From an optimization exercise on the open Yosys and OpenROAD flow, aimed at small area, a short achievable clock period and few clock cycles per item; shortcuts taken in it are not production practice. Only simulation tests tie the RTL to the original design; equivalence was not proved. No activity file was given, so power comes from the tool's default toggle rates.

==> flow/design.v <==
`timescale 1ns / 1ps
package salc_pkg;
  localparam int CNT_W = 16;
  localparam logic [CNT_W-1:0] CNT_MAX = '1;
  localparam int FUNC_W = 2;
  typedef enum logic [FUNC_W-1:0] {
    FUNC_LOAD   = 2'd0,
    FUNC_STORE  = 2'd1,
    FUNC_MODIFY = 2'd2,
    FUNC_NOP    = 2'd3
  } func_t;
  localparam int CFG_IDX_W  = 2;
  localparam int CFG_DATA_W = 5;
  typedef enum logic [CFG_IDX_W-1:0] {
    CFG_SET_BITS   = 2'd0,
    CFG_BLOCK_BITS = 2'd1,
    CFG_WAYS       = 2'd2
  } cfg_idx_t;
  localparam int SET_BITS_W   = 3;
  localparam int BLOCK_BITS_W = 5;
  localparam int WAYS_W       = 4;
  localparam logic [SET_BITS_W-1:0]   SET_BITS_RST   = 3'd4;
  localparam logic [BLOCK_BITS_W-1:0] BLOCK_BITS_RST = 5'd4;
  localparam logic [WAYS_W-1:0]       WAYS_RST       = 4'd1;
endpackage
`timescale 1ns / 1ps
`timescale 1ns / 1ps
`timescale 1ns / 1ps
module set_assoc_lru_cache_model #(
  parameter int MAX_SET_BITS = 3,
  parameter int MAX_WAYS     = 8,
  parameter int ADDR_WIDTH   = 32
) (
  input  logic                              clk,
  input  logic                              rst_n,
  input  logic                              in_valid,
  output logic                              in_ready,
  input  logic [salc_pkg::FUNC_W-1:0]       in_func,
  input  logic [ADDR_WIDTH-1:0]             in_address,
  output logic                              out_valid,
  input  logic                              out_ready,
  output logic                              out_was_hit,
  output logic                              out_was_miss,
  output logic                              out_was_eviction,
  output logic [salc_pkg::CNT_W-1:0]        out_hit_total,
  output logic [salc_pkg::CNT_W-1:0]        out_miss_total,
  output logic [salc_pkg::CNT_W-1:0]        out_eviction_total,
  input  logic                              cfg_we,
  input  logic [salc_pkg::CFG_IDX_W-1:0]    cfg_index,
  input  logic [salc_pkg::CFG_DATA_W-1:0]   cfg_wdata
);
  localparam int NSETS = 1 << MAX_SET_BITS;
  localparam int NW    = MAX_WAYS;
  localparam int CNT_W = salc_pkg::CNT_W;
  localparam logic [CNT_W-1:0] CMAX = '1;
  logic [1:0]                        sb_eff_r;
  logic [salc_pkg::BLOCK_BITS_W-1:0] block_bits_r;
  logic [5:0]                        tag_shift_r;
  logic [NW-1:1]                     inuse_r;
  logic [NW-1:0]                     inuse;
  logic [1:0]                        wsb_eff;
  assign wsb_eff = (cfg_wdata[2:0] > 3'd3) ? 2'd3 : cfg_wdata[1:0];
  always_ff @(posedge clk) begin
    if (!rst_n) begin
      sb_eff_r     <= 2'd3;
      block_bits_r <= salc_pkg::BLOCK_BITS_RST;
      tag_shift_r  <= 6'd3 + 6'(salc_pkg::BLOCK_BITS_RST);
      inuse_r      <= '0;
    end else if (cfg_we) begin
      case (cfg_index)
        salc_pkg::CFG_SET_BITS: begin
          sb_eff_r    <= wsb_eff;
          tag_shift_r <= {1'b0, block_bits_r} + {4'b0, wsb_eff};
        end
        salc_pkg::CFG_BLOCK_BITS: begin
          block_bits_r <= cfg_wdata[salc_pkg::BLOCK_BITS_W-1:0];
          tag_shift_r  <= {1'b0, cfg_wdata[salc_pkg::BLOCK_BITS_W-1:0]} + {4'b0, sb_eff_r};
        end
        salc_pkg::CFG_WAYS: begin
          for (int w = 1; w < NW; w++) inuse_r[w] <= (cfg_wdata[salc_pkg::WAYS_W-1:0] > 4'(w));
        end
        default: begin
        end
      endcase
    end
  end
  assign inuse = {inuse_r, 1'b1};
  logic [2:0]            n_r;         
  logic                  in_ready_r;
  logic                  accept, take;
  logic                  p_valid;
  logic [1:0]            p_func;
  logic [ADDR_WIDTH-1:0] p_addr;
  logic                  a_valid;
  logic [1:0]            a_func;
  logic [NSETS-1:0]      a_set_oh;
  logic [ADDR_WIDTH-1:0] a_tag;
  logic [ADDR_WIDTH-1:0] addr_shifted;
  logic [2:0]            set_calc;
  logic [ADDR_WIDTH-1:0] tag_calc;
  assign accept = in_valid && in_ready_r;
  assign take   = out_valid && out_ready;
  assign addr_shifted = p_addr >> block_bits_r;
  assign set_calc     = addr_shifted[2:0] & ~(3'b111 << sb_eff_r);
  assign tag_calc     = tag_shift_r[5] ? '0 : (p_addr >> tag_shift_r[4:0]);
  always_ff @(posedge clk) begin
    if (!rst_n) begin
      p_valid <= 1'b0;
      a_valid <= 1'b0;
    end else begin
      p_valid <= accept;
      a_valid <= p_valid;
    end
    p_func <= in_func;
    p_addr <= in_address;
    a_func <= p_func;
    a_tag  <= tag_calc;
    for (int s = 0; s < NSETS; s++) a_set_oh[s] <= (set_calc == 3'(s));
  end
  logic                  vld_q [NSETS][NW];
  logic                  sat_q [NSETS][NW];
  logic [ADDR_WIDTH-1:0] tag_q [NSETS][NW];
  logic                  old_q [NSETS][NW][NW];   
  logic                  b_v, b_do, b_mod;
  logic [NSETS-1:0]      b_set_oh;
  logic [ADDR_WIDTH-1:0] b_tag;
  logic [NW-1:0]         b_eq, b_mway, b_rsat;    
  logic                  b_hit, b_invf, b_evict, b_sat;
  logic [NW-1:0]         b_way, b_kold;    
  logic [CNT_W-1:0]      tot_r;
  assign b_hit   = |b_eq;
  assign b_evict = !b_hit && !b_invf;
  assign b_way   = b_hit ? (b_eq & ~(b_eq - 1'b1)) : b_mway;
  assign b_sat  = b_evict ? (tot_r >= CMAX - 16'd2) : (tot_r >= CMAX - 16'd1);
  assign b_kold = b_sat ? b_rsat : '0;
  logic                  s_vld [NW];
  logic                  s_sat [NW];
  logic [ADDR_WIDTH-1:0] s_tag [NW];
  logic                  s_old [NW][NW];
  logic                  r_vld [NW];
  logic                  r_sat [NW];
  logic                  r_old [NW][NW];
  logic [NW-1:0]         eq, inv, vic, fwd_way;
  logic                  inv_found;
  logic                  fwd, ab_eq, do_acc;
  always_comb begin
    for (int w = 0; w < NW; w++) begin
      s_vld[w] = 1'b0;
      s_sat[w] = 1'b0;
      s_tag[w] = '0;
      for (int j = 0; j < NW; j++) s_old[w][j] = 1'b0;
      for (int s = 0; s < NSETS; s++) begin
        s_vld[w] = s_vld[w] | (a_set_oh[s] & vld_q[s][w]);
        s_sat[w] = s_sat[w] | (a_set_oh[s] & sat_q[s][w]);
        s_tag[w] = s_tag[w] | ({ADDR_WIDTH{a_set_oh[s]}} & tag_q[s][w]);
        for (int j = 0; j < NW; j++) s_old[w][j] = s_old[w][j] | (a_set_oh[s] & old_q[s][w][j]);
      end
    end
  end
  assign fwd     = b_do && ((b_set_oh & a_set_oh) != '0);
  assign fwd_way = fwd ? b_way : '0;
  assign ab_eq   = (a_tag == b_tag);
  always_comb begin
    for (int w = 0; w < NW; w++) begin
      r_vld[w] = s_vld[w] || fwd_way[w];
      r_sat[w] = fwd_way[w] ? b_sat : s_sat[w];
      for (int j = 0; j < NW; j++) begin
        if (fwd_way[j])      r_old[w][j] = 1'b1;
        else if (fwd_way[w]) r_old[w][j] = b_kold[j];
        else                 r_old[w][j] = s_old[w][j];
      end
    end
  end
  always_comb begin
    for (int w = 0; w < NW; w++) begin
      if (fwd_way[w]) eq[w] = inuse[w] && ab_eq;
      else            eq[w] = inuse[w] && s_vld[w] && (s_tag[w] == a_tag);
      inv[w] = inuse[w] && !r_vld[w];
      vic[w] = inuse[w];
      for (int j = 0; j < NW; j++) begin
        if (j < w) vic[w] = vic[w] && (!inuse[j] || !r_old[j][w]);
        if (j > w) vic[w] = vic[w] && (!inuse[j] || r_old[w][j]);
      end
    end
  end
  assign do_acc    = a_valid && (a_func != salc_pkg::FUNC_NOP);
  assign inv_found = (inv != '0);
  always_ff @(posedge clk) begin
    if (!rst_n) begin
      b_v  <= 1'b0;
      b_do <= 1'b0;
    end else begin
      b_v  <= a_valid;
      b_do <= do_acc;
    end
    b_mod    <= (a_func == salc_pkg::FUNC_MODIFY);
    b_set_oh <= a_set_oh;
    b_tag    <= a_tag;
    b_eq     <= eq;
    b_invf   <= inv_found;
    b_mway   <= inv_found ? (inv & ~(inv - 1'b1)) : vic;
    for (int j = 0; j < NW; j++) b_rsat[j] <= r_sat[j];
  end
  always_ff @(posedge clk) begin
    if (!rst_n) begin
      for (int s = 0; s < NSETS; s++)
        for (int w = 0; w < NW; w++) vld_q[s][w] <= 1'b0;
    end else begin
      for (int s = 0; s < NSETS; s++)
        for (int w = 0; w < NW; w++)
          if (b_do && b_set_oh[s] && b_way[w]) vld_q[s][w] <= 1'b1;
    end
  end
  always_ff @(posedge clk) begin
    for (int s = 0; s < NSETS; s++) begin
      for (int w = 0; w < NW; w++) begin
        if (b_do && b_set_oh[s] && b_way[w]) begin
          tag_q[s][w] <= b_tag;
          sat_q[s][w] <= b_sat;
        end
        for (int j = w + 1; j < NW; j++) begin
          if (b_do && b_set_oh[s] && b_way[j]) old_q[s][w][j] <= 1'b1;
          if (b_do && b_set_oh[s] && b_way[w]) old_q[s][w][j] <= b_kold[j];
        end
      end
    end
  end
  logic [CNT_W-1:0] tp1, tp2, tp3;
  assign tp1 = (tot_r >= CMAX - 16'd0) ? CMAX : tot_r + 16'd1;
  assign tp2 = (tot_r >= CMAX - 16'd1) ? CMAX : tot_r + 16'd2;
  assign tp3 = (tot_r >= CMAX - 16'd2) ? CMAX : tot_r + 16'd3;
  always_ff @(posedge clk) begin
    if (!rst_n) begin
      tot_r <= '0;
    end else if (b_do) begin
      if (b_mod) tot_r <= b_evict ? tp3 : tp2;
      else       tot_r <= b_evict ? tp2 : tp1;
    end
  end
  localparam int FD = 4;
  logic [3:0] c_flags;
  logic [3:0] fifo_q [FD];
  logic [2:0] fifo_n;
  logic       head_v, out_load, push, pop, out_clr;
  logic [3:0] ld_flags;
  logic [1:0] hinc;
  logic [CNT_W-1:0] h0, m0, e0, nv_h, nv_m, nv_e;
  assign c_flags  = b_do ? {b_mod, b_evict, !b_hit, b_hit} : 4'b0000;
  assign head_v   = (fifo_n != 3'd0);
  assign out_load = (!out_valid || out_ready) && (head_v || b_v);
  assign ld_flags = head_v ? fifo_q[0] : c_flags;
  assign pop      = out_load && head_v;
  assign push     = b_v && !(!out_valid && !head_v) && !(out_ready && !head_v);
  assign hinc     = {1'b0, ld_flags[0]} + {1'b0, ld_flags[3]};
  assign h0   = out_clr ? '0 : out_hit_total;
  assign m0   = out_clr ? '0 : out_miss_total;
  assign e0   = out_clr ? '0 : out_eviction_total;
  assign nv_h = hinc[1] ? ((h0 >= CMAX - 16'd1) ? CMAX : h0 + 16'd2) :
                hinc[0] ? ((h0 == CMAX) ? CMAX : h0 + 16'd1) : h0;
  assign nv_m = ld_flags[1] ? ((m0 == CMAX) ? CMAX : m0 + 16'd1) : m0;
  assign nv_e = ld_flags[2] ? ((e0 == CMAX) ? CMAX : e0 + 16'd1) : e0;
  always_ff @(posedge clk) begin
    if (out_load) begin
      out_was_hit        <= ld_flags[0];
      out_was_miss       <= ld_flags[1];
      out_was_eviction   <= ld_flags[2];
      out_hit_total      <= nv_h;
      out_miss_total     <= nv_m;
      out_eviction_total <= nv_e;
    end
  end
  always_ff @(posedge clk) begin
    if (!rst_n) begin
      fifo_n     <= '0;
      out_valid  <= 1'b0;
      out_clr    <= 1'b1;
      n_r        <= '0;
      in_ready_r <= 1'b1;
    end else begin
      n_r        <= n_r + 3'(accept) - 3'(take);
      in_ready_r <= (n_r + 3'(accept) - 3'(take)) <= 3'(FD);
      if (out_load) begin
        out_valid <= 1'b1;
        out_clr   <= 1'b0;
      end else if (take) begin
        out_valid <= 1'b0;
      end
      for (int i = 0; i < FD; i++) begin
        if (push && 3'(i) == fifo_n - 3'(pop)) fifo_q[i] <= c_flags;
        else if (pop && i + 1 < FD)            fifo_q[i] <= fifo_q[(i + 1) % FD];
      end
      fifo_n <= fifo_n + 3'(push) - 3'(pop);
    end
  end
  assign in_ready = in_ready_r;
endmodule
==> flow/flow/run.sh <==
#!/bin/bash
# The standard layout (standard.sh: standard synthesis, then ORFS to finish) with two
# changes to how the layout is made:
# - ports are buffered with buf_4 rather than the delay cell that buffer_ports picks
#   on its own (every port still gets its buffer);
# - clock tree synthesis clusters up to 30 sinks per leaf buffer and inserts no dummy
#   loads.
# make's full output goes to flow_make.log here; each ORFS step's log is under orfs/logs.
set -euo pipefail
export BUFFER_PORTS_ARGS="-buffer_cell sky130_fd_sc_hd__buf_4"
export CTS_ARGS="-sink_clustering_enable -repair_clock_nets -dont_use_dummy_load -sink_clustering_size 30 -sink_clustering_max_diameter 70 -buf_list {sky130_fd_sc_hd__clkbuf_8 sky130_fd_sc_hd__clkbuf_16}"
bash standard.sh finish > flow_make.log 2>&1
==> flow/standard.sh <==
#!/bin/bash
# synth_recipe.tcl (not shown) runs the flow's synth.tcl, then flattens the netlist and writes it again
# the make line also repeats each setting of config.mk as NAME=value (left out here)
make -C /OpenROAD-flow-scripts/flow DESIGN_CONFIG=/design/flow/config.mk WORK_HOME=/design/flow/orfs CLKGATE_MAP_FILE= SYNTH_SCRIPT=/design/flow/synth_recipe.tcl "${@:-finish}"
==> flow/config.mk <==
export PLATFORM = sky130hd
export DESIGN_NAME = set_assoc_lru_cache_model
export DESIGN_NICKNAME = set_assoc_lru_cache_model
export VERILOG_FILES = /design/flow/design.v
export SDC_FILE = /design/flow/constraint.sdc
export NUM_CORES = 4
export LEC_CHECK = 0
export ABC_CLOCK_PERIOD_IN_PS = 3000
export CAP_MARGIN = 20
export CORE_MARGIN = 2
export CORE_UTILIZATION = 55
export PLACE_DENSITY = 0.65
export SETUP_SLACK_MARGIN = 5
export SLEW_MARGIN = 20
==> flow/constraint.sdc <==
create_clock -name core_clock -period 9.0 [get_ports {clk}]
set_input_delay 1.8000 -clock core_clock [delete_from_list [all_inputs] [get_ports {clk}]]
set_output_delay 1.8000 -clock core_clock [all_outputs]
set_load 0.01 [all_outputs]
==> impl_results.md, run 1 <==
* Initial antenna violation count at 7
* Syn Nets at 6805
* RSZ-0062 raised after global routing: true
* Hold Path Sink: a_func[0]$_DFF_P_
* Cells on worst reg2reg path at 8
* Worst R2R End: b_mway[4]$_DFF_P_
* Avg Inst Size Synth at 15.3 um2
* Die ar. at 191000 um2
* Critical Path, Cell by Cell: a22o_1 -> o41a_1 -> nand2_1 -> nand3_1 -> nor3b_1 -> nand2_1 -> or4_1 -> o22ai_2
* Initial DRC count at 9923
* Hold Buf Count CTS at 0
* Routed Antenna Nets at 0
* CTS Buffer Depth at 3
* Final setup fails at 0
* Clk_skew at 0.0800 ns
* Core ar. at 186000 um2
* WL final at 320000 um
* Final min period at 4.07 ns
* Initial Util at 55.4%
* # clock sinks at 2649
* All-layer global routing usage at 33.0%
* Layout Utilization at 59.5%
* Die Y at 437 um
* Largest net degree at the start of global routing at 117
* Hold Path Cell Cnt at 0
* Detail Placement HPWL at 169000 um
* Period utilization at 45.2%
* Via count at 64100
* Final hold violation count at 0
* Row count at 158
* Register area share after synthesis at 74.7%
* Critical path endpoint category: flop
* Synth cell count leaders: edfxtp_1, a22oi_1, nand2_1
* Cell Area, Synth at 103000 um2
* Total negative slack at 0 ns
* Worst r2r src: a_set_oh[2]$_DFF_P_
* CP Launch Type: flop
* Cell with the most instances after synthesis: edfxtp_1
* Number of I/O pins at 99
* Vias in the first global route at 61900
* Hold wc startpoint: p_func[0]$_DFF_P_
* Max capacitance violation total at 0
* Min Hold Slack at 0.287 ns
* Total power at 24.6 mW
* Data arrival, critical path at 4.77 ns
* Status: finished clean
* CP max FO at 34
* Synthesized flop and latch total at 2649
* Flop2flop setup slack at 4.93 ns
* Synth cell types at 87
* Crit path from: a_set_oh[2]$_DFF_P_
* Final GP Congestion at 1.04
* Num CTS Buffers at 137
* Clock-pin slew on the worst setup and hold paths at 0.11 ns
* TritonCTS clock tree: yes
* Max incr delay on CP at 0.73 ns
* WP data required at 9.70 ns
* Worst path slowest cell: dfxtp_4
* Top cell type by total area after synthesis: edfxtp_1
* Clock insertion delay at the later pin of the skew report at 0.83 ns
* Top FF cell, synth: edfxtp_1
* Max Freq at 246 MHz
* Slew @ Worst Pin at 1.23 ns
* Number of remaining DRC errors at 0
* EDFF count, synth at 2395
* WL/cell at 34.8 um
* Area contributors post-synth: edfxtp_1, a22oi_1, dfxtp_1
* Pwr/cell area at 222 nW/um2
* Worst setup path category: reg -> reg
* Most used cell, CP: nand2_1
* Port buffer count at 98
* Mapped Cells at 6733
* First-pass detailed-route iteration total at 8
* Clock Tree Root: clkbuf_16
* YS warnings at 13
* Die Width at 437 um
* Final net count at 6799
* Post-synth top area share at 69.8%
* P&R area growth vs syn at 7.29%
* Async SR Flop Fraction at 0%
* Via/cell ratio at 6.96
* Max Slew Vio Count at 0
* Grt total ovfl at 0
* First-pass GRT wire length at 450000 um
* Hold Path Class: reg -> reg
* Htree depth at 4
* Rel. slew slack at 17.8%
* Worst VDD drop at 218 uV
* Share of layout cells above drive strength 1 at 9.28%
* Leak at 36.3 nW
## state kept, by name, summed over array words and instances (netlist names), 3 cells and up
register	flops
tag_q	2048
old_q	224
vld_q	64
sat_q	56
a_tag	32
b_tag	32
p_addr	32
fifo_q	16
out_eviction_total	16
out_hit_total	16
out_miss_total	16
tot_r	16
a_set_oh	8
b_eq	8
b_mway	8
b_set_oh	8
b_rsat	7
inuse_r	7
tag_shift_r	6
block_bits_r	5
fifo_n	3
n_r	3
## metrics by stage
step                      cells  area, um2  worst slack (ns)
after floorplan            6733     103000              5.14
after global placement     9061     107000              4.58
after detailed placement   9061     107000              4.52
after CTS                  9199     110000              4.87
after global routing       9205     111000              4.83
final                      9209     111000              4.93
## worst max path at each step
stage          slack (ns)                      to  cells after the start
6_report             4.93       b_mway[4]$_DFF_P_                      8
5_1_grt              4.83       b_mway[4]$_DFF_P_                      9
4_1_cts              4.87         b_eq[7]$_DFF_P_                      9
3_5_place_dp         4.52         b_eq[7]$_DFF_P_                      9
3_3_place_gp         4.58         b_eq[7]$_DFF_P_                      9
2_1_floorplan        5.14  fifo_q[0][0]$_DFFE_PP_                      9
## layout make-up
cell class / instances / area (um2)
timing repair buffer: 283 / 2460
clock buffer: 137 / 3430
sequential: 2649 / 77100
multi-input combinational: 3558 / 24100
fill: 14100 / 75300
antenna: 4 / 10.0
tap: 2480 / 3100
inverter: 98 / 389
## report_power, final
group,internal (mW),leakage [nW],switching [mW]
logic,1.17,10.2,2.74
registers,14.0,24.4,0.275
clock network,2.72,1.69,3.66
total,17.9,36.3,6.68
## critical path: cells and delay by family, from the launching register on
family	cells	cell delay [ns]
AND/OR/NAND/NOR	5	2.10
AO/OA/AOI/OAI	3	1.10
flip-flops	1	0.73
## placed cells by master, fill, tap and decap left out, types with 71 or more instances in the layout
cell / instances
o21a_1: 71
nor2_1: 143
xnor2_1: 121
dfxtp_1: 213
xor2_1: 205
clkbuf_16: 139
edfxtp_1: 2395
o21ai_0: 89
buf_4: 253
a21oi_1: 96
nand2_1: 645
a22oi_1: 1193
nand4_1: 332
## cells by family after synthesis
family          after synthesis  share of synthesized area, %
compound gates             1653                          11.7
flops                      2649                          74.7
simple gates               1447                          6.93
mux                         106                          1.57
buf+inv                     526                          1.98
xor+xnor                    326                          2.77
fa+ha+maj                    26                         0.345
## layer usage
layer  GRT usage [%]  part of all wire [%]
met5               0                0.0047
met4            14.1                   5.1
met3            7.07                    12
met2            51.4                    46
met1            45.2                    38
## repair_timing
action / CTS / global route
resized for setup: 15 / 22
gates cloned: 0 / 2
endpoints found under the setup margin: 10 / 56
hold endpoints to repair: 0 / 0
setup buffers: 1 / 3
Testbench counts, summed over its fixed seeds: cycles 16,032, items 16,000.
==> run 2, diff against run 1 <==
--- a/flow/design.v
+++ b/flow/design.v
@@ -89,7 +89,4 @@
   logic                  in_ready_r;
   logic                  accept, take;
-  logic                  p_valid;
-  logic [1:0]            p_func;
-  logic [ADDR_WIDTH-1:0] p_addr;
   logic                  a_valid;
   logic [1:0]            a_func;
@@ -101,18 +98,14 @@
   assign accept = in_valid && in_ready_r;
   assign take   = out_valid && out_ready;
-  assign addr_shifted = p_addr >> block_bits_r;
+  assign addr_shifted = in_address >> block_bits_r;
   assign set_calc     = addr_shifted[2:0] & ~(3'b111 << sb_eff_r);
-  assign tag_calc     = tag_shift_r[5] ? '0 : (p_addr >> tag_shift_r[4:0]);
-  always_ff @(posedge clk) begin
-    if (!rst_n) begin
-      p_valid <= 1'b0;
+  assign tag_calc     = tag_shift_r[5] ? '0 : (in_address >> tag_shift_r[4:0]);
+  always_ff @(posedge clk) begin
+    if (!rst_n) begin
       a_valid <= 1'b0;
     end else begin
-      p_valid <= accept;
-      a_valid <= p_valid;
-    end
-    p_func <= in_func;
-    p_addr <= in_address;
-    a_func <= p_func;
+      a_valid <= accept;
+    end
+    a_func <= in_func;
     a_tag  <= tag_calc;
     for (int s = 0; s < NSETS; s++) a_set_oh[s] <= (set_calc == 3'(s));
@@ -238,8 +231,8 @@
     end
   end
-  localparam int FD = 4;
+  localparam int FD = 3;
   logic [3:0] c_flags;
   logic [3:0] fifo_q [FD];
-  logic [2:0] fifo_n;
+  logic [1:0] fifo_n;
   logic       head_v, out_load, push, pop, out_clr;
   logic [3:0] ld_flags;
@@ -247,5 +240,5 @@
   logic [CNT_W-1:0] h0, m0, e0, nv_h, nv_m, nv_e;
   assign c_flags  = b_do ? {b_mod, b_evict, !b_hit, b_hit} : 4'b0000;
-  assign head_v   = (fifo_n != 3'd0);
+  assign head_v   = (fifo_n != 2'd0);
   assign out_load = (!out_valid || out_ready) && (head_v || b_v);
   assign ld_flags = head_v ? fifo_q[0] : c_flags;
@@ -287,8 +280,8 @@
       end
       for (int i = 0; i < FD; i++) begin
-        if (push && 3'(i) == fifo_n - 3'(pop)) fifo_q[i] <= c_flags;
+        if (push && 2'(i) == fifo_n - 2'(pop)) fifo_q[i] <= c_flags;
         else if (pop && i + 1 < FD)            fifo_q[i] <= fifo_q[(i + 1) % FD];
       end
-      fifo_n <= fifo_n + 3'(push) - 3'(pop);
+      fifo_n <= fifo_n + 2'(push) - 2'(pop);
     end
   end
==> flow/flow/run.sh (replaced) <==
#!/bin/bash
# The standard layout (standard.sh: standard synthesis, then ORFS to finish) with
# these changes to how the layout is made:
# - ports are buffered with buf_4 rather than the delay cell that buffer_ports picks
#   on its own (every port still gets its buffer);
# - clock tree synthesis clusters up to 30 sinks per leaf buffer and inserts no dummy
#   loads;
# - timing repair may resize a gate to a cell of another footprint
#   (MATCH_CELL_FOOTPRINT=0; sky130hd's platform config sets 1) and aims at 5.8 ns of
#   setup slack at the design's 9 ns clock (the SDC is unchanged).
# make's full output goes to flow_make.log here; each ORFS step's log is under orfs/logs.
set -euo pipefail
export BUFFER_PORTS_ARGS="-buffer_cell sky130_fd_sc_hd__buf_4"
export CTS_ARGS="-sink_clustering_enable -repair_clock_nets -dont_use_dummy_load -sink_clustering_size 30 -sink_clustering_max_diameter 70 -buf_list {sky130_fd_sc_hd__clkbuf_8 sky130_fd_sc_hd__clkbuf_16}"
bash standard.sh MATCH_CELL_FOOTPRINT=0 SETUP_SLACK_MARGIN=5.8 finish > flow_make.log 2>&1
==> run 2 against run 1 <==
Area after synthesis shrank 0.76%. Routed wire length grew 6.1%. Sequential share of layout area decreased by 1.7 points. Clock power shrank 2%. Fmax rose by 18%. Setup slack improved by 0.63 ns. Still clean. Flip-flop and latch count fell by 40. Register-to-register slack better by 0.63 ns. Synthesized cell count increased by 0.62%. Clock skew decreased by 0.0030 ns. Final area up 1.4%.
==> impl_results.md, run 2 <==
* Status: finished clean
* Final setup fails at 0
* # clock sinks at 2609
* Cell Area, Synth at 102000 um2
* TritonCTS clock tree: yes
* Largest regs: tag_q: 2048 flops, old_q: 224 flops, vld_q: 64 flops
* Final hold violation count at 0
* Mapped Cells at 6775
* Met1 WL at 126000 um
* Dpl cell area at 106000 um2
* Core ar. at 185000 um2
* Row count at 158
* WL final at 340000 um
* Final min period at 3.43 ns
* CTS Buffer Depth at 3
* Number of remaining DRC errors at 0
* All-layer global routing usage at 35.1%
* Dpl cells at 9095
* RSZ-0062 raised after global routing: true
* Buf/Inv on CP at 2
* Final net count at 6948
* Total power at 24.8 mW
* Die Width at 435 um
* Vias in the first global route at 63700
* Critical path endpoint category: flop
* WL/cell at 36.3 um
* Largest Register: tag_q
* Via/cell ratio at 7.09
* Leak at 36.8 nW
* Port buffer count at 98
* Register area share after synthesis at 74.5%
* Cell with the most instances after synthesis: edfxtp_1
* Critical Path, Cell by Cell: or4_4 -> buf_4 -> nor4_4 -> nand2_1 -> inv_6
* Met2 wire length at 153000 um
* Number of I/O pins at 99
* Initial antenna violation count at 17
* Min Hold Slack at 0.423 ns
* P&R area growth vs syn at 9.63%
* CP delay by family, top: simple AND/OR/NAND/NOR gates
* Async SR Flop Fraction at 0%
* Post-synth top area share at 70.2%
* Slew @ Worst Pin at 1.13 ns
* Pre-CTS WS at 4.49 ns
* Initial Util at 55.3%
* Worst path slowest cell: nand2_1
* Xor-xnor portion of the synthesized cell area at 2.80%
* Synth cell types at 86
* Detail Placement HPWL at 175000 um
* Pwr/cell area at 221 nW/um2
* YS warnings at 13
* Clock-pin slew on the worst setup and hold paths at 0.11 ns
* Max capacitance violation total at 0
* Syn Nets at 6845
* Largest net degree at the start of global routing at 91
* Mux cell area share after synthesis at 1.58%
* Synth cell count leaders: edfxtp_1, a22oi_1, nand2_1
* Routed Antenna Nets at 0
* Hold Path Class: reg -> reg
* WP data required at 9.45 ns
* Compound-Gate Fraction of Synth Area at 11.3%
* Avg Inst Size Synth at 15.1 um2
* Share of layout cells above drive strength 1 at 12.1%
* Num CTS Buffers at 134
* First-pass detailed-route iteration total at 8
* Data arrival, critical path at 3.88 ns
* Final non-filler cell total at 9364
* Combinational family with the most area after synthesis: compound AO/OA/AOI/OAI gates
* Area contributors post-synth: edfxtp_1, a22oi_1, dfxtp_1
* Max Slew Vio Count at 0
* Initial DRC count at 11100
* Most frequent cells in the layout: edfxtp_1, a22oi_1, nand2_1
* First-pass GRT wire length at 473000 um
* Most common cell after layout, fill and taps aside: edfxtp_1
* Via count at 66400
* Final GP Congestion at 1.04
* Max Freq at 291 MHz
* Top FF cell, synth: edfxtp_1
* Period utilization at 38.1%
* Adder-cell share of the synthesized area at 0.316%
* DR top layer: met5
* Met3 wire length at 44000 um
* Worst setup path category: reg -> reg
* Total negative slack at 0 ns
* Die Y at 435 um
* Design area at 112000 um2
* Layout Utilization at 60.6%
* Clock insertion delay at the later pin of the skew report at 0.84 ns
* Synthesized flop and latch total at 2609
* Max incr delay on CP at 0.71 ns
* Worst VDD drop at 173 uV
* Hold Buf Count CTS at 0
* Htree depth at 4
* EDFF count, synth at 2391
* Rel. slew slack at 24.8%
* Grt total ovfl at 0
* Final worst slack at 5.57 ns
* Max FFs per register at 2048
* Die ar. at 189000 um2
* CP max FO at 34
* Clock Tree Root: clkbuf_16
* CP Launch Type: flop
* Post-Synth Simple-Gate Area at 7.52%
* Top cell type by total area after synthesis: edfxtp_1
* Clk_skew at 0.0770 ns
## run 2: kinds of logic after synthesis
family,Yosys count
adder cells (fa/ha/maj),24
flip-flops,2609
AND/OR/NAND/NOR,1599
XOR/XNOR,327
multiplexers,100
AO/OA/AOI/OAI,1579
buffers and inverters,537
## run 2: cell type report
class | instances | area (um2)
sequential | 2609 | 76300
clock buffer | 134 | 3350
fill | 14000 | 73000
tap | 2480 | 3100
multi-input combinational | 3630 | 24500
inverter | 104 | 526
timing repair buffer | 399 | 4320
antenna | 8 | 20.0
## run 2: path summary, 6_finish.rpt
| kind | startpoint | to | slack (ns) | cells after the start |
|---|---|---|---|---|
| worst min-delay path | a_func[1]$_DFF_P_ | b_do$_SDFF_PN0_ | 0.42 | 1 |
| worst max-delay path | b_eq[3]$_DFF_P_ | tag_q[31][28]$_DFFE_PP_ | 5.57 | 5 |
| worst min register to register | a_func[1]$_DFF_P_ | b_do$_SDFF_PN0_ | 0.42 | 1 |
| worst max register to register | b_eq[3]$_DFF_P_ | tag_q[31][28]$_DFFE_PP_ | 5.57 | 5 |
## run 2: where the power goes
group	switching (mW)	total, mW	leakage (nW)	internal, mW
Combinational	3.02	4.48	11.2	1.46
Clock	3.61	6.27	1.65	2.66
Sequential	0.184	14.0	24.0	13.8
Total	6.82	24.8	36.8	17.9
## run 2: timing repair
item	CTS	global route
endpoints found under the setup margin	1662	640
cloned	14	6
pin swaps	5	16
resized for setup	259	69
setup buffers	76	31
## run 2: per-layer routing
| metal | track usage, % | up-vias |
|---|---|---|
| met5 | 0 | - |
| met4 | 16.1 | 6 |
| met3 | 8.96 | 799 |
| li1 | - | 26800 |
| met1 | 47.8 | 34000 |
| met2 | 53.4 | 4766 |
Testbench counts of run 2, summed over its fixed seeds: cycles 16,024, items 16,000.
==> run 3, diff against run 2 <==
--- a/flow/design.v
+++ b/flow/design.v
@@ -212,21 +212,16 @@
           sat_q[s][w] <= b_sat;
         end
-        for (int j = w + 1; j < NW; j++) begin
-          if (b_do && b_set_oh[s] && b_way[j]) old_q[s][w][j] <= 1'b1;
-          if (b_do && b_set_oh[s] && b_way[w]) old_q[s][w][j] <= b_kold[j];
-        end
-      end
-    end
-  end
-  logic [CNT_W-1:0] tp1, tp2, tp3;
-  assign tp1 = (tot_r >= CMAX - 16'd0) ? CMAX : tot_r + 16'd1;
-  assign tp2 = (tot_r >= CMAX - 16'd1) ? CMAX : tot_r + 16'd2;
-  assign tp3 = (tot_r >= CMAX - 16'd2) ? CMAX : tot_r + 16'd3;
+        for (int j = w + 1; j < NW; j++)
+          if (b_do && b_set_oh[s] && (b_way[w] || b_way[j])) old_q[s][w][j] <= b_way[j] || b_kold[j];
+      end
+    end
+  end
+  logic [CNT_W:0] tot_sum;
+  assign tot_sum = {1'b0, tot_r} + (CNT_W+1)'({1'b0, b_evict} + {1'b0, b_mod} + 2'd1);
   always_ff @(posedge clk) begin
     if (!rst_n) begin
       tot_r <= '0;
     end else if (b_do) begin
-      if (b_mod) tot_r <= b_evict ? tp3 : tp2;
-      else       tot_r <= b_evict ? tp2 : tp1;
+      tot_r <= tot_sum[CNT_W] ? CMAX : tot_sum[CNT_W-1:0];
     end
   end
==> flow/flow/run.sh (replaced) <==
#!/bin/bash
# The standard layout (standard.sh: standard synthesis, then ORFS to finish) with
# these changes to how the layout is made:
# - ports are buffered with buf_4 rather than the delay cell that buffer_ports picks
#   on its own (every port still gets its buffer);
# - clock tree synthesis clusters up to 25 sinks within 60 um per leaf buffer and inserts no dummy
#   loads;
# - timing repair may resize a gate to a cell of another footprint
#   (MATCH_CELL_FOOTPRINT=0; sky130hd's platform config sets 1) and aims at 5.8 ns of
#   setup slack at the design's 9 ns clock (the SDC is unchanged).
# make's full output goes to flow_make.log here; each ORFS step's log is under orfs/logs.
set -euo pipefail
export BUFFER_PORTS_ARGS="-buffer_cell sky130_fd_sc_hd__buf_4"
export CTS_ARGS="-sink_clustering_enable -repair_clock_nets -dont_use_dummy_load -sink_clustering_size 25 -sink_clustering_max_diameter 60 -buf_list {sky130_fd_sc_hd__clkbuf_8 sky130_fd_sc_hd__clkbuf_16}"
bash standard.sh MATCH_CELL_FOOTPRINT=0 SETUP_SLACK_MARGIN=5.8 finish > flow_make.log 2>&1
--- a/flow/config.mk
+++ b/flow/config.mk
@@ -9,6 +9,6 @@
 export CAP_MARGIN = 20
 export CORE_MARGIN = 2
-export CORE_UTILIZATION = 55
-export PLACE_DENSITY = 0.65
+export CORE_UTILIZATION = 65
+export PLACE_DENSITY = 0.75
 export SETUP_SLACK_MARGIN = 5
 export SLEW_MARGIN = 20
==> run 3 against run 2 <==
Total power rose by 0.72%. Largest cell class unchanged. Setup slack improved by 0.18 ns. Core utilization rose by 11 points. Combinational power is 1% lower. Routed wire length shrank 8.8%. Clock power grew 3.5%. Critical path depth grew 5. Non-clock buffer count down 15. First-iteration DRC count down 4.5%. Global-route usage is 3.7 points higher.
==> impl_results.md, run 3 <==
* Status: finished clean
* Initial Util at 65.3%
* Clock insertion delay at the later pin of the skew report at 0.83 ns
* Final setup fails at 0
* TritonCTS clock tree: yes
* Leak at 36.1 nW
* YS warnings at 13
* Final non-filler cell total at 8556
* Total negative slack at 0 ns
* Hold Buf Count CTS at 0
* First-pass detailed-route iteration total at 6
* Rel. slew slack at 22.3%
* Top cell type by total area after synthesis: edfxtp_1
* WL final at 310000 um
* Share of layout cells above drive strength 1 at 11.2%
* CP delay by family, top: simple AND/OR/NAND/NOR gates
* Die Y at 397 um
* CP max FO at 16
* Via count at 63200
* Post-synth top area share at 71.6%
* Critical path endpoint category: flop
* Max incr delay on CP at 0.54 ns
* Top FF cell, synth: edfxtp_1
* All-layer global routing usage at 38.8%
* Row count at 144
* Die Width at 397 um
* Data arrival, critical path at 3.96 ns
* WL/cell at 36.3 um
* CTS Buffer Depth at 3
* Htree depth at 4
* Slew @ Worst Pin at 1.17 ns
* Final min period at 3.25 ns
* Syn Nets at 6417
* Hold Path Class: reg -> reg
* Synth cell count leaders: edfxtp_1, a22oi_1, nand2_1
* Avg Inst Size Synth at 15.8 um2
* Core ar. at 154000 um2
* EDFF count, synth at 2391
* Buf/Inv on CP at 2
* Via/cell ratio at 7.38
* Max capacitance violation total at 0
* Final GP Congestion at 1.03
* Largest Register: tag_q
* Grt total ovfl at 0
* Worst VDD drop at 247 uV
* Synthesized flop and latch total at 2609
* Most common cell after layout, fill and taps aside: edfxtp_1
* Clk_skew at 0.0951 ns
* Mapped Cells at 6349
* Die ar. at 157000 um2
* Max FFs per register at 2048
* Worst setup path category: reg -> reg
* Initial antenna violation count at 15
* RSZ-0062 raised after global routing: true
* Period utilization at 36.2%
* Port buffer count at 98
* Vias in the first global route at 60200
* Number of I/O pins at 99
* First-pass GRT wire length at 431000 um
* CP Launch Type: flop
* Final net count at 6571
* Register area share after synthesis at 75.9%
* Final hold violation count at 0
* Worst path slowest cell: dfxtp_4
* Max Slew Vio Count at 0
* Async SR Flop Fraction at 0%
* Clock Tree Root: clkbuf_16
* Critical Path, Cell by Cell: buf_4 -> a22o_1 -> o41ai_2 -> buf_4 -> nor2_1 -> mux2i_1 -> a21oi_1 -> nor4_1 -> a31oi_1 -> nor3b_1
* # clock sinks at 2609
* Cell with the most instances after synthesis: edfxtp_1
* Pwr/cell area at 228 nW/um2
* Routed Antenna Nets at 0
* Most frequent cells in the layout: edfxtp_1, a22oi_1, nand2_1
* Num CTS Buffers at 146
* Largest regs: tag_q: 2048 flops, old_q: 224 flops, vld_q: 64 flops
* Clock-pin slew on the worst setup and hold paths at 0.08 ns
* Detail Placement HPWL at 154000 um
* Max Freq at 307 MHz
* Largest net degree at the start of global routing at 106
* Synth cell types at 78
* Dpl cells at 8293
* Area contributors post-synth: edfxtp_1, a22oi_1, dfxtp_1
* Initial DRC count at 10600
* P&R area growth vs syn at 9.08%
* Cell Area, Synth at 100000 um2
* Number of remaining DRC errors at 0
* Most used cell, CP: buf_4
* WP data required at 9.70 ns
-- run 3: what timing repair did --
item                                    in CTS  in global routing
endpoints found under the setup margin     470                168
setup buffers                               75                 15
pin swaps                                    7                  3
cloned                                      12                  4
gates resized for setup                    142                 53
-- run 3: path summary, 6_finish.rpt --
kind	start	endpoint	slack, ns	depth (start not counted)
worst max-delay path	a_set_oh[0]$_DFF_P_	b_mway[7]$_DFF_P_	5.75	10
worst min-delay path	a_func[0]$_DFF_P_	b_mod$_DFF_P_	0.42	1
worst max register to register	a_set_oh[0]$_DFF_P_	b_mway[7]$_DFF_P_	5.75	10
worst min register to register	a_func[0]$_DFF_P_	b_mod$_DFF_P_	0.42	1
-- run 3: cell type report --
| cell class | count | area (um2) |
|---|---|---|
| Timing Repair Buffer | 384 | 3930 |
| Inverter | 106 | 402 |
| Tap cell | 2044 | 2560 |
| Antenna cell | 11 | 27.5 |
| Fill cell | 9504 | 44300 |
| Multi-Input combinational cell | 3256 | 22600 |
| Clock buffer | 146 | 3650 |
| Sequential cell | 2609 | 76200 |
-- run 3: kinds of logic after synthesis --
family	after synthesis	share of synthesized area [%]
AO/OA/AOI/OAI	1487	10.9
XOR/XNOR	332	2.90
adder cells (fa/ha/maj)	22	0.304
buffers and inverters	485	1.85
flip-flops	2609	75.9
multiplexers	101	1.64
AND/OR/NAND/NOR	1313	6.49
-- run 3: power breakdown --
group | internal (mW) | switching (mW) | leakage [nW] | total [mW]
Sequential | 13.8 | 0.203 | 24.0 | 14.0
Combinational | 1.45 | 2.97 | 10.4 | 4.42
Clock | 2.89 | 3.61 | 1.80 | 6.49
Total | 18.2 | 6.78 | 36.1 | 24.9
-- run 3: layer usage --
layer  GRT usage, %  up-vias  wire (um)
met1           50.9    31600     105000
met5              0        -        295
met4           21.1       14      19800
met3           12.0      993      45400
li1               -    25400          -
met2           58.6     5148     140000
-- run 3: worst register-to-register path, stage by stage (launching register included) --
cell	delay, ns
dfxtp_4	0.54
buf_4	0.27
a22o_1	0.23
o41ai_2	0.10
buf_4	0.24
nor2_1	0.54
mux2i_1	0.50
a21oi_1	0.13
nor4_1	0.21
a31oi_1	0.21
nor3b_1	0.21
-- run 3: through the flow --
stage	total power, mW	util (%)	cell area, um2	setup slack, ns	hold WS [ns]
2_1_floorplan	16.4	-	100000	5.43	0.329
3_3_place_gp	18.0	67.5	104000	4.66	0.402
4_1_cts	24.6	70.9	109000	5.73	0.418
6_report	24.9	71.2	109000	5.75	0.419
3_5_place_dp	18.1	67.5	104000	4.66	0.406
5_1_grt	25.4	71.2	109000	5.72	0.437
Testbench counts of run 3, summed over its fixed seeds: cycles 16,024, items 16,000.
==> run 4, diff against run 3 <==
--- a/flow/design.v
+++ b/flow/design.v
@@ -111,10 +111,10 @@
     for (int s = 0; s < NSETS; s++) a_set_oh[s] <= (set_calc == 3'(s));
   end
-  logic                  vld_q [NSETS][NW];
+  logic [3:0]            cnt_q [NSETS];
   logic                  sat_q [NSETS][NW];
   logic [ADDR_WIDTH-1:0] tag_q [NSETS][NW];
   logic                  old_q [NSETS][NW][NW];   
   logic                  b_v, b_do, b_mod;
-  logic [NSETS-1:0]      b_set_oh;
+  logic [NSETS-1:0]      b_wset;    
   logic [ADDR_WIDTH-1:0] b_tag;
   logic [NW-1:0]         b_eq, b_mway, b_rsat;    
@@ -137,12 +137,14 @@
   logic                  inv_found;
   logic                  fwd, ab_eq, do_acc;
+  logic [3:0]            s_cnt;
   always_comb begin
+    s_cnt = '0;
+    for (int s = 0; s < NSETS; s++) s_cnt = s_cnt | ({4{a_set_oh[s]}} & cnt_q[s]);
     for (int w = 0; w < NW; w++) begin
-      s_vld[w] = 1'b0;
+      s_vld[w] = (s_cnt > 4'(w));
       s_sat[w] = 1'b0;
       s_tag[w] = '0;
       for (int j = 0; j < NW; j++) s_old[w][j] = 1'b0;
       for (int s = 0; s < NSETS; s++) begin
-        s_vld[w] = s_vld[w] | (a_set_oh[s] & vld_q[s][w]);
         s_sat[w] = s_sat[w] | (a_set_oh[s] & sat_q[s][w]);
         s_tag[w] = s_tag[w] | ({ADDR_WIDTH{a_set_oh[s]}} & tag_q[s][w]);
@@ -151,5 +153,5 @@
     end
   end
-  assign fwd     = b_do && ((b_set_oh & a_set_oh) != '0);
+  assign fwd     = ((b_wset & a_set_oh) != '0);
   assign fwd_way = fwd ? b_way : '0;
   assign ab_eq   = (a_tag == b_tag);
@@ -182,11 +184,12 @@
     if (!rst_n) begin
       b_v  <= 1'b0;
-      b_do <= 1'b0;
+      b_do   <= 1'b0;
+      b_wset <= '0;
     end else begin
       b_v  <= a_valid;
-      b_do <= do_acc;
+      b_do   <= do_acc;
+      b_wset <= do_acc ? a_set_oh : '0;
     end
     b_mod    <= (a_func == salc_pkg::FUNC_MODIFY);
-    b_set_oh <= a_set_oh;
     b_tag    <= a_tag;
     b_eq     <= eq;
@@ -197,10 +200,8 @@
   always_ff @(posedge clk) begin
     if (!rst_n) begin
+      for (int s = 0; s < NSETS; s++) cnt_q[s] <= '0;
+    end else begin
       for (int s = 0; s < NSETS; s++)
-        for (int w = 0; w < NW; w++) vld_q[s][w] <= 1'b0;
-    end else begin
-      for (int s = 0; s < NSETS; s++)
-        for (int w = 0; w < NW; w++)
-          if (b_do && b_set_oh[s] && b_way[w]) vld_q[s][w] <= 1'b1;
+        if (b_wset[s] && !b_hit && b_invf) cnt_q[s] <= cnt_q[s] + 4'd1;
     end
   end
@@ -208,10 +209,8 @@
     for (int s = 0; s < NSETS; s++) begin
       for (int w = 0; w < NW; w++) begin
-        if (b_do && b_set_oh[s] && b_way[w]) begin
-          tag_q[s][w] <= b_tag;
-          sat_q[s][w] <= b_sat;
-        end
+        if (b_wset[s] && !b_hit && b_mway[w]) tag_q[s][w] <= b_tag;
+        if (b_wset[s] && b_way[w])            sat_q[s][w] <= b_sat;
         for (int j = w + 1; j < NW; j++)
-          if (b_do && b_set_oh[s] && (b_way[w] || b_way[j])) old_q[s][w][j] <= b_way[j] || b_kold[j];
+          if (b_wset[s] && (b_way[w] || b_way[j])) old_q[s][w][j] <= b_way[j] || b_kold[j];
       end
     end
==> run 4 against run 3 <==
Clock power about the same. Critical endpoint is now out_miss_total[14]. Global-route usage down 0.59 points. Total power down 0.57%. Setup slack better by 0.028 ns. Synthesized cell count up 0.80%. Core utilization about the same. Die area up 0.49%. Sequential power about the same. Highest routed layer unchanged.
==> impl_results.md, run 4 <==
* WP data required at 7.20 ns
* Grt total ovfl at 0
* Initial antenna violation count at 20
* Largest Register: tag_q
* Logic pwr share at 17.8%
* Switch share at 27.2%
* Die Y at 398 um
* Async SR Flop Fraction at 0%
* Final hold violation count at 0
* WL final at 306000 um
* Vias in the first global route at 60400
* Clk network pwr share at 26.3%
* Num CTS Buffers at 149
* Cells on worst reg2reg path at 9
* Max incr delay on CP at 0.46 ns
* Register area share after synthesis at 74.9%
* Clock Tree Root: clkbuf_16
* CP delay by family, top: flip-flops
* Final setup fails at 0
* Clock insertion delay at the later pin of the skew report at 0.83 ns
* Final net count at 6559
* Synthesized flop and latch total at 2577
* Htree depth at 4
* Initial Util at 65.4%
* Worst VDD drop at 252 uV
* Worst path slowest cell: edfxtp_1
* Hold Path Cell Cnt at 1
* Leak at 36.0 nW
* Via/cell ratio at 7.45
* Avg Inst Size Synth at 15.7 um2
* Clock-pin slew on the worst setup and hold paths at 0.07 ns
* Initial DRC count at 12100
* # clock sinks at 2577
* Syn Nets at 6476
* First-pass detailed-route iteration total at 9
* Internal power at 18.1 mW
* Top cell type by total area after synthesis: edfxtp_1
* Largest regs: tag_q: 2048 flops, old_q: 224 flops, sat_q: 56 flops
* Share of layout cells above drive strength 1 at 11.5%
* Cell with the most instances after synthesis: edfxtp_1
* Die ar. at 158000 um2
* First-pass GRT wire length at 429000 um
* Critical Path, Cell by Cell: buf_6
* YS warnings at 13
* Routed Antenna Nets at 0
* Clk_skew at 0.110 ns
* P&R area growth vs syn at 8.74%
* NetSw at 6.74 mW
* CP Launch Type: flop
* Max Slew Vio Count at 0
* Worst setup path category: reg -> out
* Final min period at 3.23 ns
* Synth cell types at 82
* Data arrival, critical path at 1.43 ns
* EDFF count, synth at 2391
* Critical path endpoint category: primary output
* Period utilization at 35.9%
* Top FF cell, synth: edfxtp_1
* Final GP Congestion at 0.936
* Slew @ Worst Pin at 1.13 ns
* WL/cell at 35.8 um
* Largest net degree at the start of global routing at 124
* Total negative slack at 0 ns
* Cell Area, Synth at 101000 um2
* CTS Buffer Depth at 3
* CP max FO at 5
* Mapped Cells at 6400
* Pwr/cell area at 226 nW/um2
* Row count at 144
* Hold Path Class: reg -> reg
* Rel. slew slack at 24.5%
* Status: finished clean
* Most frequent cells in the layout: edfxtp_1, a22oi_1, nand2_1
* Fillcell total at 9537
* Max Freq at 310 MHz
* TritonCTS clock tree: yes
* Detail Placement HPWL at 154000 um
* Number of remaining DRC errors at 0
* Min Hold Slack at 0.496 ns
* Via count at 63500
* Number of I/O pins at 99
* Max capacitance violation total at 0
* Area contributors post-synth: edfxtp_1, a22oi_1, dfxtp_1
* All-layer global routing usage at 38.2%
* Buf/Inv on CP at 1
* Most common cell after layout, fill and taps aside: edfxtp_1
* Synth cell count leaders: edfxtp_1, a22oi_1, nand2_1
* Critical path depth at 1
* Seq pwr share at 55.9%
* Post-synth top area share at 71.2%
* Port buffer count at 98
* RSZ-0062 raised after global routing: true
* Core ar. at 154000 um2
* Max FFs per register at 2048
* Die Width at 398 um
run 4: power groups by stage:
stage	registers, mW	clock network [mW]	logic, mW
CTS	13.9	6.49	4.19
detailed placement	14.2	0	3.74
global placement	14.2	0	3.67
floorplan	14.3	0	1.96
global route	13.9	6.86	4.56
finish	13.9	6.51	4.41
run 4: per-stage QoR:
step	setup WS, ns	power [mW]	cell area [um2]	util, %	cells
after global placement	4.36	17.9	104000	67.4	8265
final	5.77	24.8	110000	71.1	8533
after detailed placement	4.45	18.0	104000	67.4	8266
after CTS	5.73	24.5	109000	70.9	8503
after floorplan	5.43	16.3	101000	-	6400
after global routing	5.74	25.3	110000	71.1	8525
run 4: area by class of cell:
type / count / area [um2] / share of cell area (%)
sequential: 2577 / 75600 / 69.0
clock buffer: 149 / 3730 / 3.40
antenna: 8 / 20.0 / 0.0183
inverter: 102 / 383 / 0.349
timing repair buffer: 345 / 3470 / 3.16
tap: 2044 / 2560 / 2.33
multi-input combinational: 3308 / 23800 / 21.7
run 4: logic make-up (layout without fill, tap and decap cells):
logic type | after synthesis | count (layout) | synth area share [%]
flip-flops | 2577 | 2577 | 74.9
AO/OA/AOI/OAI | 1526 | 1526 | 11.0
AND/OR/NAND/NOR | 1286 | 1286 | 6.84
buffers and inverters | 515 | 596 | 1.96
XOR/XNOR | 351 | 351 | 3.05
multiplexers | 115 | 115 | 1.77
adder cells (fa/ha/maj) | 30 | 30 | 0.402
other | 0 | 8 | 0
run 4: what timing repair did:
action	4_1_cts	5_1_grt
gates cloned	10	2
buffers inserted	78	19
hold buffers	0	0
gates resized for setup	143	52
pin swaps	6	4
endpoints found under the setup margin	1425	163
run 4: metal layers:
metal  part of all wire, %  GRT usage, %  wire (um)
met5                 0.037         0.454        112
met4                   6.0          19.3      18400
met3                    16          12.1      48800
met2                    44          56.0     135000
met1                    34          52.1     103000
run 4: final timing paths:
kind / from / endpoint / slack, ns
worst max-delay path: out_miss_total[14]$_DFFE_PP_ / out_miss_total[14] / 5.77
worst min-delay path: tot_r[6]$_SDFFE_PN0P_ / tot_r[6]$_SDFFE_PN0P_ / 0.50
worst min register to register: tot_r[6]$_SDFFE_PN0P_ / tot_r[6]$_SDFFE_PN0P_ / 0.50
worst max register to register: a_set_oh[6]$_DFF_P_ / b_mway[6]$_DFF_P_ / 5.78
Testbench counts of run 4, summed over its fixed seeds: cycles 16,024, items 16,000.
==> run 5, diff against run 4 <==
--- a/flow/design.v
+++ b/flow/design.v
@@ -56,5 +56,4 @@
   logic [1:0]                        sb_eff_r;
   logic [salc_pkg::BLOCK_BITS_W-1:0] block_bits_r;
-  logic [5:0]                        tag_shift_r;
   logic [NW-1:1]                     inuse_r;
   logic [NW-1:0]                     inuse;
@@ -65,15 +64,12 @@
       sb_eff_r     <= 2'd3;
       block_bits_r <= salc_pkg::BLOCK_BITS_RST;
-      tag_shift_r  <= 6'd3 + 6'(salc_pkg::BLOCK_BITS_RST);
       inuse_r      <= '0;
     end else if (cfg_we) begin
       case (cfg_index)
         salc_pkg::CFG_SET_BITS: begin
-          sb_eff_r    <= wsb_eff;
-          tag_shift_r <= {1'b0, block_bits_r} + {4'b0, wsb_eff};
+          sb_eff_r <= wsb_eff;
         end
         salc_pkg::CFG_BLOCK_BITS: begin
           block_bits_r <= cfg_wdata[salc_pkg::BLOCK_BITS_W-1:0];
-          tag_shift_r  <= {1'b0, cfg_wdata[salc_pkg::BLOCK_BITS_W-1:0]} + {4'b0, sb_eff_r};
         end
         salc_pkg::CFG_WAYS: begin
@@ -100,5 +96,5 @@
   assign addr_shifted = in_address >> block_bits_r;
   assign set_calc     = addr_shifted[2:0] & ~(3'b111 << sb_eff_r);
-  assign tag_calc     = tag_shift_r[5] ? '0 : (in_address >> tag_shift_r[4:0]);
+  assign tag_calc     = addr_shifted >> sb_eff_r;
   always_ff @(posedge clk) begin
     if (!rst_n) begin
--- a/flow/flow/run.sh
+++ b/flow/flow/run.sh
@@ -4,6 +4,6 @@
 # - ports are buffered with buf_4 rather than the delay cell that buffer_ports picks
 #   on its own (every port still gets its buffer);
-# - clock tree synthesis clusters up to 25 sinks within 60 um per leaf buffer and inserts no dummy
-#   loads;
+# - clock tree synthesis clusters up to 25 sinks within 60 um per leaf buffer and
+#   inserts no dummy loads;
 # - timing repair may resize a gate to a cell of another footprint
 #   (MATCH_CELL_FOOTPRINT=0; sky130hd's platform config sets 1) and aims at 5.8 ns of
==> run 5 against run 4 <==
Clock skew decreased by 0.012 ns. First-iteration DRC count decreased by 14%. Die area decreased by 0.63%. Non-clock buffer count decreased by 13. Synthesized cell count decreased by 0.56%. Cell count decreased by 0.53%. Global-route usage decreased by 0.65 points. Via count decreased by 1.5%. Clock-buffer cell count decreased by 5. Critical path type is now reg -> reg. Sequential power about the same. Flip-flop and latch count decreased by 6. Sequential share of layout area increased by 0.39 points.
==> impl_results.md, run 5 <==
* Hold Buf Count CTS at 0
* RSZ-0062 raised after global routing: true
* Layout Utilization at 70.9%
* Slew @ Worst Pin at 1.04 ns
* Combinational family with the most area after synthesis: compound AO/OA/AOI/OAI gates
* Htree depth at 4
* Max capacitance violation total at 0
* Final net count at 6508
* Post-Synth Simple-Gate Area at 6.87%
* Syn Nets at 6434
* Post-synth top area share at 71.7%
* Cell Area, Synth at 100000 um2
* First-pass GRT wire length at 420000 um
* Clock-pin slew on the worst setup and hold paths at 0.10 ns
* Rel. slew slack at 30.8%
* Synth cell types at 93
* Final min period at 3.27 ns
* Hold wc startpoint: a_func[0]$_DFF_P_
* Initial Util at 65.2%
* Hold Path Sink: b_mod$_DFF_P_
* Worst setup path category: reg -> reg
* CP Launch Type: flop
* First-pass detailed-route iteration total at 6
* # clock sinks at 2571
* Clock insertion delay at the later pin of the skew report at 0.81 ns
* Adder-cell share of the synthesized area at 0.315%
* Worst R2R End: b_eq[3]$_DFF_P_
* Port buffer count at 98
* Routed Antenna Nets at 0
* Num CTS Buffers at 144
* Dpl cells at 8227
* Final hold violation count at 0
* Max FFs per register at 2048
* Most frequent cells in the layout: edfxtp_1, a22oi_1, nand2_1
* Status: finished clean
* Worst VDD drop at 214 uV
* CTS Buffer Depth at 3
* Die Y at 397 um
* Mux cell area share after synthesis at 1.59%
* Largest regs: tag_q: 2048 flops, old_q: 224 flops, sat_q: 56 flops
* TritonCTS clock tree: yes
* WL/cell at 35.4 um
* Top FF cell, synth: edfxtp_1
* Xor-xnor portion of the synthesized cell area at 3.00%
* Synth cell count leaders: edfxtp_1, a22oi_1, nand2_1
* EDFF count, synth at 2391
* Max Freq at 306 MHz
* Synthesized flop and latch total at 2571
* Initial DRC count at 10400
* Critical path endpoint category: flop
* Grt total ovfl at 0
* Via count at 62600
* Max Slew Vio Count at 0
* YS warnings at 13
* Clock Tree Root: clkbuf_16
* Cells on worst reg2reg path at 8
* Mapped Cells at 6364
* Min Hold Slack at 0.435 ns
* Clk_skew at 0.0988 ns
* Share of layout cells above drive strength 1 at 11.6%
* Avg Inst Size Synth at 15.7 um2
* Vias in the first global route at 60000
* Async SR Flop Fraction at 0%
* Largest Register: tag_q
* Flop2flop setup slack at 5.73 ns
* Core ar. at 154000 um2
* P&R area growth vs syn at 8.66%
* Final non-filler cell total at 8488
* CP max FO at 46
* Largest net degree at the start of global routing at 115
* All-layer global routing usage at 37.5%
* Total negative slack at 0 ns
* WP data required at 9.64 ns
* Row count at 144
* Top cell type by total area after synthesis: edfxtp_1
* Cell with the most instances after synthesis: edfxtp_1
* Die ar. at 157000 um2
* Area contributors post-synth: edfxtp_1, a22oi_1, dfxtp_1
* Number of I/O pins at 99
* Hold Path Cell Cnt at 1
* WL final at 300000 um
* Worst r2r src: a_set_oh[1]$_DFF_P_
* Most common cell after layout, fill and taps aside: edfxtp_1
* Final GP Congestion at 0.962
* Initial antenna violation count at 13
* Number of remaining DRC errors at 0
* Via/cell ratio at 7.38
* Pwr/cell area at 221 nW/um2
* Detail Placement HPWL at 152000 um
* Final setup fails at 0
* Die Width at 397 um
* Data arrival, critical path at 3.91 ns
* Leak at 35.6 nW
* Period utilization at 36.3%
* Register area share after synthesis at 75.3%
* Hold Path Class: reg -> reg
* Compound-Gate Fraction of Synth Area at 11.0%
run 5: stage by stage:
step,total power [mW],worst slack (ns),instance area (um2)
final,24.0,5.73,109000
after CTS,23.8,5.66,108000
after detailed placement,17.4,4.77,103000
after global routing,24.5,5.72,109000
after global placement,17.3,4.69,103000
after floorplan,15.9,5.43,100000
run 5: cell families after synthesis:
kind of cell | Yosys count
and+or+nand+nor | 1308
buffers and inverters | 502
DFF | 2571
muxes | 115
AOI/OAI and AO/OA | 1501
adders and majority gates | 24
xor gates and xnor gates | 343
run 5: worst max-delay path by stage:
stage / cells after the start / start / end
after floorplan: 2 / out_ready / out_eviction_total[0]$_DFFE_PP_
after global placement: 9 / a_set_oh[4]$_DFF_P_ / b_mway[2]$_DFF_P_
after detailed placement: 9 / a_set_oh[1]$_DFF_P_ / b_eq[3]$_DFF_P_
after CTS: 8 / a_set_oh[7]$_DFF_P_ / b_eq[3]$_DFF_P_
after global routing: 1 / out_hit_total[8]$_DFFE_PP_ / out_hit_total[8]
final: 8 / a_set_oh[1]$_DFF_P_ / b_eq[3]$_DFF_P_
run 5: cell type report:
cell class                      count  area, um2
Antenna cell                        8       20.0
Clock buffer                      144       3600
Fill cell                        9684      44700
Inverter                           96        360
Multi-Input combinational cell   3293      23500
Sequential cell                  2571      75500
Tap cell                         2044       2560
Timing Repair Buffer              332       3290
run 5: layer usage:
layer  wire length, um  vias to the layer above  track usage [%]  share of wire, %
met5                80                        -                0             0.027
met4             18100                       10             19.6               6.0
met3             40700                      910             9.28                14
met2            136000                     4996             57.6                45
met1            105000                    31200             50.4                35
li1                  -                    25400                -                 -
run 5: what timing repair did:
action,4_1_cts,5_1_grt
pin swaps,4,10
hold endpoints to repair,0,0
setup buffers,74,21
resized for setup,140,38
cloned,9,5
setup endpoints to repair,2125,139
run 5: worst max-delay path, stage by stage, from the launching register on:
cell	delay [ns]
dfxtp_4	0.41
buf_12	0.26
buf_8	0.38
a22oi_1	0.16
nand4_1	0.12
xor2_1	0.10
nor4_2	0.42
nand4_1	0.67
o41ai_2	0.48
run 5: power by group:
part	total (mW)	leakage [nW]	switching, mW	internal, mW
logic	3.88	10.6	2.56	1.33
clock network	6.38	1.77	3.54	2.85
registers	13.8	23.2	0.228	13.5
total	24.0	35.6	6.32	17.7
Testbench counts of run 5, summed over its fixed seeds: cycles 16,024, items 16,000.
==> run 6, diff against run 5 <==
--- a/flow/config.mk
+++ b/flow/config.mk
@@ -9,6 +9,6 @@
 export CAP_MARGIN = 20
 export CORE_MARGIN = 2
-export CORE_UTILIZATION = 65
-export PLACE_DENSITY = 0.75
+export CORE_UTILIZATION = 75
+export PLACE_DENSITY = 0.85
 export SETUP_SLACK_MARGIN = 5
 export SLEW_MARGIN = 20
==> run 6 against run 5 <==
Still clean. Die area fell by 13%. Clock power hardly changed. Register-to-register slack lost 0.16 ns. Final area fell by 0.59%. Global-route usage up 5.4 points. First-iteration DRC count increased by 22%. Flip-flop and latch count stayed put. Total power fell by 0.20%. Largest cell class unchanged. Largest power group unchanged. Highest routed layer unchanged.
==> impl_results.md, run 6 <==
* Avg Inst Size Synth at 15.7 um2
* Number of I/O pins at 99
* Met3 wire length at 47700 um
* Via count at 64800
* Hold Path Class: reg -> reg
* Via/cell ratio at 7.90
* Cells on worst reg2reg path at 4
* Data arrival, critical path at 3.87 ns
* Logic pwr share at 16.3%
* Total negative slack at 0 ns
* Num CTS Buffers at 142
* CP max FO at 64
* Cell Area, Synth at 100000 um2
* Slew @ Worst Pin at 1.08 ns
* Period utilization at 38.1%
* # clock sinks at 2571
* Flop2flop setup slack at 5.57 ns
* Grt total ovfl at 0
* Share of layout cells above drive strength 1 at 11.3%
* Max Slew Vio Count at 0
* Buf/Inv on CP at 1
* Seq pwr share at 57.2%
* Async SR Flop Fraction at 0%
* Max FFs per register at 2048
* Detail Placement HPWL at 152000 um
* Clock insertion delay at the later pin of the skew report at 0.82 ns
* Critical path endpoint category: flop
* Total power at 24.0 mW
* Final GP Congestion at 1.01
* WL final at 295000 um
* WP data required at 9.44 ns
* RSZ-0062 raised after global routing: true
* Critical Path, Cell by Cell: or4_1 -> nor2_4 -> buf_4 -> and3_2
* Worst VDD drop at 203 uV
* WL/cell at 36.0 um
* Met2 wire length at 133000 um
* Max Freq at 292 MHz
* Die Y at 369 um
* Clk network pwr share at 26.5%
* Max capacitance violation total at 0
* Initial antenna violation count at 13
* Synthesized flop and latch total at 2571
* Largest Register: tag_q
* Initial Util at 75.3%
* Final hold violation count at 0
* Status: finished clean
* Final setup fails at 0
* YS warnings at 13
* Top cell type by total area after synthesis: edfxtp_1
* Cell with the most instances after synthesis: edfxtp_1
* Synth cell count leaders: edfxtp_1, a22oi_1, nand2_1
* Crit path from: b_eq[3]$_DFF_P_
* Worst r2r src: b_eq[3]$_DFF_P_
* Vias in the first global route at 62200
* First-pass GRT wire length at 418000 um
* Syn Nets at 6434
* Switch share at 26.3%
* Most frequent cells in the layout: edfxtp_1, a22oi_1, nand2_1
* Worst R2R End: tag_q[45][26]$_DFFE_PP_
* Pre-CTS WS at 4.79 ns
* Die Width at 369 um
* TritonCTS clock tree: yes
* Final net count at 6489
* Critical path depth at 4
* Routed Antenna Nets at 0
* EDFF count, synth at 2391
* Largest net degree at the start of global routing at 67
* Final min period at 3.43 ns
* Worst Setup EP: tag_q[45][26]$_DFFE_PP_
* CP delay by family, top: simple AND/OR/NAND/NOR gates
* Design area at 108000 um2
* NetSw at 6.31 mW
* DR top layer: met5
* CTS Buffer Depth at 3
* Register area share after synthesis at 75.3%
* Die ar. at 136000 um2
* Worst path slowest cell: and3_2
* Leak at 35.5 nW
* P&R area growth vs syn at 8.02%
* Met1 WL at 92800 um
* Largest regs: tag_q: 2048 flops, old_q: 224 flops, sat_q: 56 flops
* Htree depth at 4
* Port buffer count at 98
* Layout Utilization at 81.4%
* All-layer global routing usage at 43.0%
* Final worst slack at 5.57 ns
* Area contributors post-synth: edfxtp_1, a22oi_1, dfxtp_1
* Mapped Cells at 6364
* Clock Tree Root: clkbuf_16
* Dpl cell area at 103000 um2
* Internal power at 17.7 mW
* Synth cell types at 93
* Pwr/cell area at 222 nW/um2
* Row count at 134
* Rel. slew slack at 27.3%
* Worst setup path category: reg -> reg
* Initial DRC count at 12700
* Post-synth top area share at 71.7%
* Core ar. at 133000 um2
* Top FF cell, synth: edfxtp_1
* Clock-pin slew on the worst setup and hold paths at 0.09 ns
* Max incr delay on CP at 1.02 ns
* Number of remaining DRC errors at 0
* Most common cell after layout, fill and taps aside: edfxtp_1
* CP Launch Type: flop
* First-pass detailed-route iteration total at 12
* Clk_skew at 0.0775 ns
## run 6: cell counts after synthesis
No cell type changed its count.
## run 6: stage by stage
| step | std cells | hold slack, ns |
|---|---|---|
| 2_1_floorplan | 6364 | 0.329 |
| 3_3_place_gp | 7955 | 0.416 |
| 3_5_place_dp | 7955 | 0.431 |
| 4_1_cts | 8159 | 0.438 |
| 5_1_grt | 8185 | 0.442 |
| 6_report | 8201 | 0.437 |
## run 6: cell families (layout without fill, tap and decap cells)
family                   count (synthesis)  in the layout  share of synthesized area, %
AO/OA/AOI/OAI                         1501           1501                          11.0
XOR/XNOR                               343            343                          3.00
adder cells (fa/ha/maj)                 24             24                         0.315
buffers and inverters                  502            555                          1.95
flip-flops                            2571           2571                          75.3
multiplexers                           115            115                          1.59
other                                    0             16                             0
AND/OR/NAND/NOR                       1308           1308                          6.87
## run 6: worst min-delay path by stage
stage / start / endpoint / slack (ns) / cells after the start
after floorplan: a_tag[0]$_DFF_P_ / b_tag[0]$_DFF_P_ / 0.33 / 0
after global placement: a_func[0]$_DFF_P_ / b_mod$_DFF_P_ / 0.42 / 1
after detailed placement: a_func[0]$_DFF_P_ / b_mod$_DFF_P_ / 0.43 / 1
after CTS: a_func[0]$_DFF_P_ / b_mod$_DFF_P_ / 0.44 / 1
after global routing: a_func[0]$_DFF_P_ / b_mod$_DFF_P_ / 0.44 / 1
final: a_func[0]$_DFF_P_ / b_mod$_DFF_P_ / 0.44 / 1
## run 6: what timing repair did
| action | 4_1_cts | 5_1_grt |
|---|---|---|
| gates resized for setup | 137 | 58 |
| pin swaps | 2 | 0 |
| cloned | 7 | 2 |
| endpoints found under the setup margin | 2130 | 1045 |
| hold buffers | 0 | 0 |
| buffers inserted | 55 | 24 |
## run 6: power by group through the flow
stage,sequential [mW],combinational [mW],clock (mW)
6_report,13.7,3.91,6.35
3_3_place_gp,14.0,3.19,0
5_1_grt,13.7,4.04,6.64
3_5_place_dp,14.0,3.29,0
2_1_floorplan,14.2,1.79,0
4_1_cts,13.7,3.65,6.24
## run 6: area by class of cell
class | instances | area (um2)
flip-flops and latches | 2571 | 75500
fillers | 6252 | 24800
multi-input cells | 3291 | 23400
clock buffers | 142 | 3550
repair buffers | 317 | 3170
well taps | 1768 | 2210
inverters | 96 | 360
diodes | 16 | 40.0
## run 6: worst register-to-register path, stage by stage (launching register included)
cell and delay [ns]:
dfxtp_4 0.44, or4_1 0.72, nor2_4 0.17, buf_4 0.60, and3_2 1.09
## run 6: per-layer routing
layer	vias to the layer above	global-route usage (%)
met3	1369	13.1
met4	6	27.9
met5	-	0
met1	31400	55.3
li1	25400	-
met2	6610	64.4

-- afterwards: timing with drivers on the ports --
How much do the figures lean on ideal ports? The routed layouts below were timed once more, with nothing changed but the port constraints. Step 1, drivers: a clkbuf_16 drives clk and a buf_2 each remaining input, both assumed. Step 2 adds t to the input delays and takes it off the output delays; t is the mean of the earliest and latest rising clock arrival at the registers after step 1. Input paths then give back, and output paths get back, about the clock's delay inside the block. a / b / c = no drivers / after step 1 / after step 2; a / b = the first two.
run | t (ns) | slack for setup (ns) | worst setup path after step 2 | slew at the worst register clock pin (ns)
run 1 | 0.884 | 4.934 / 4.934 / 4.576 | input to register | 0.12 / 0.12
run 2 | 0.891 | 5.569 / 5.569 / 5.173 | input to register | 0.11 / 0.11
run 3 | 0.865 | 5.745 / 5.675 / 5.383 | input to register | 0.10 / 0.10
run 4 | 0.872 | 5.773 / 5.679 / 5.128 | input to register | 0.10 / 0.10
run 5 | 0.849 | 5.731 / 5.663 / 5.278 | input to register | 0.10 / 0.10
run 6 | 0.869 | 5.573 / 5.573 / 5.177 | input to register | 0.10 / 0.10
After both steps every run listed still meets setup and hold. The setup slack of run 4, which loses most, moves by -0.094 ns with the drivers and by -0.645 ns with both steps.
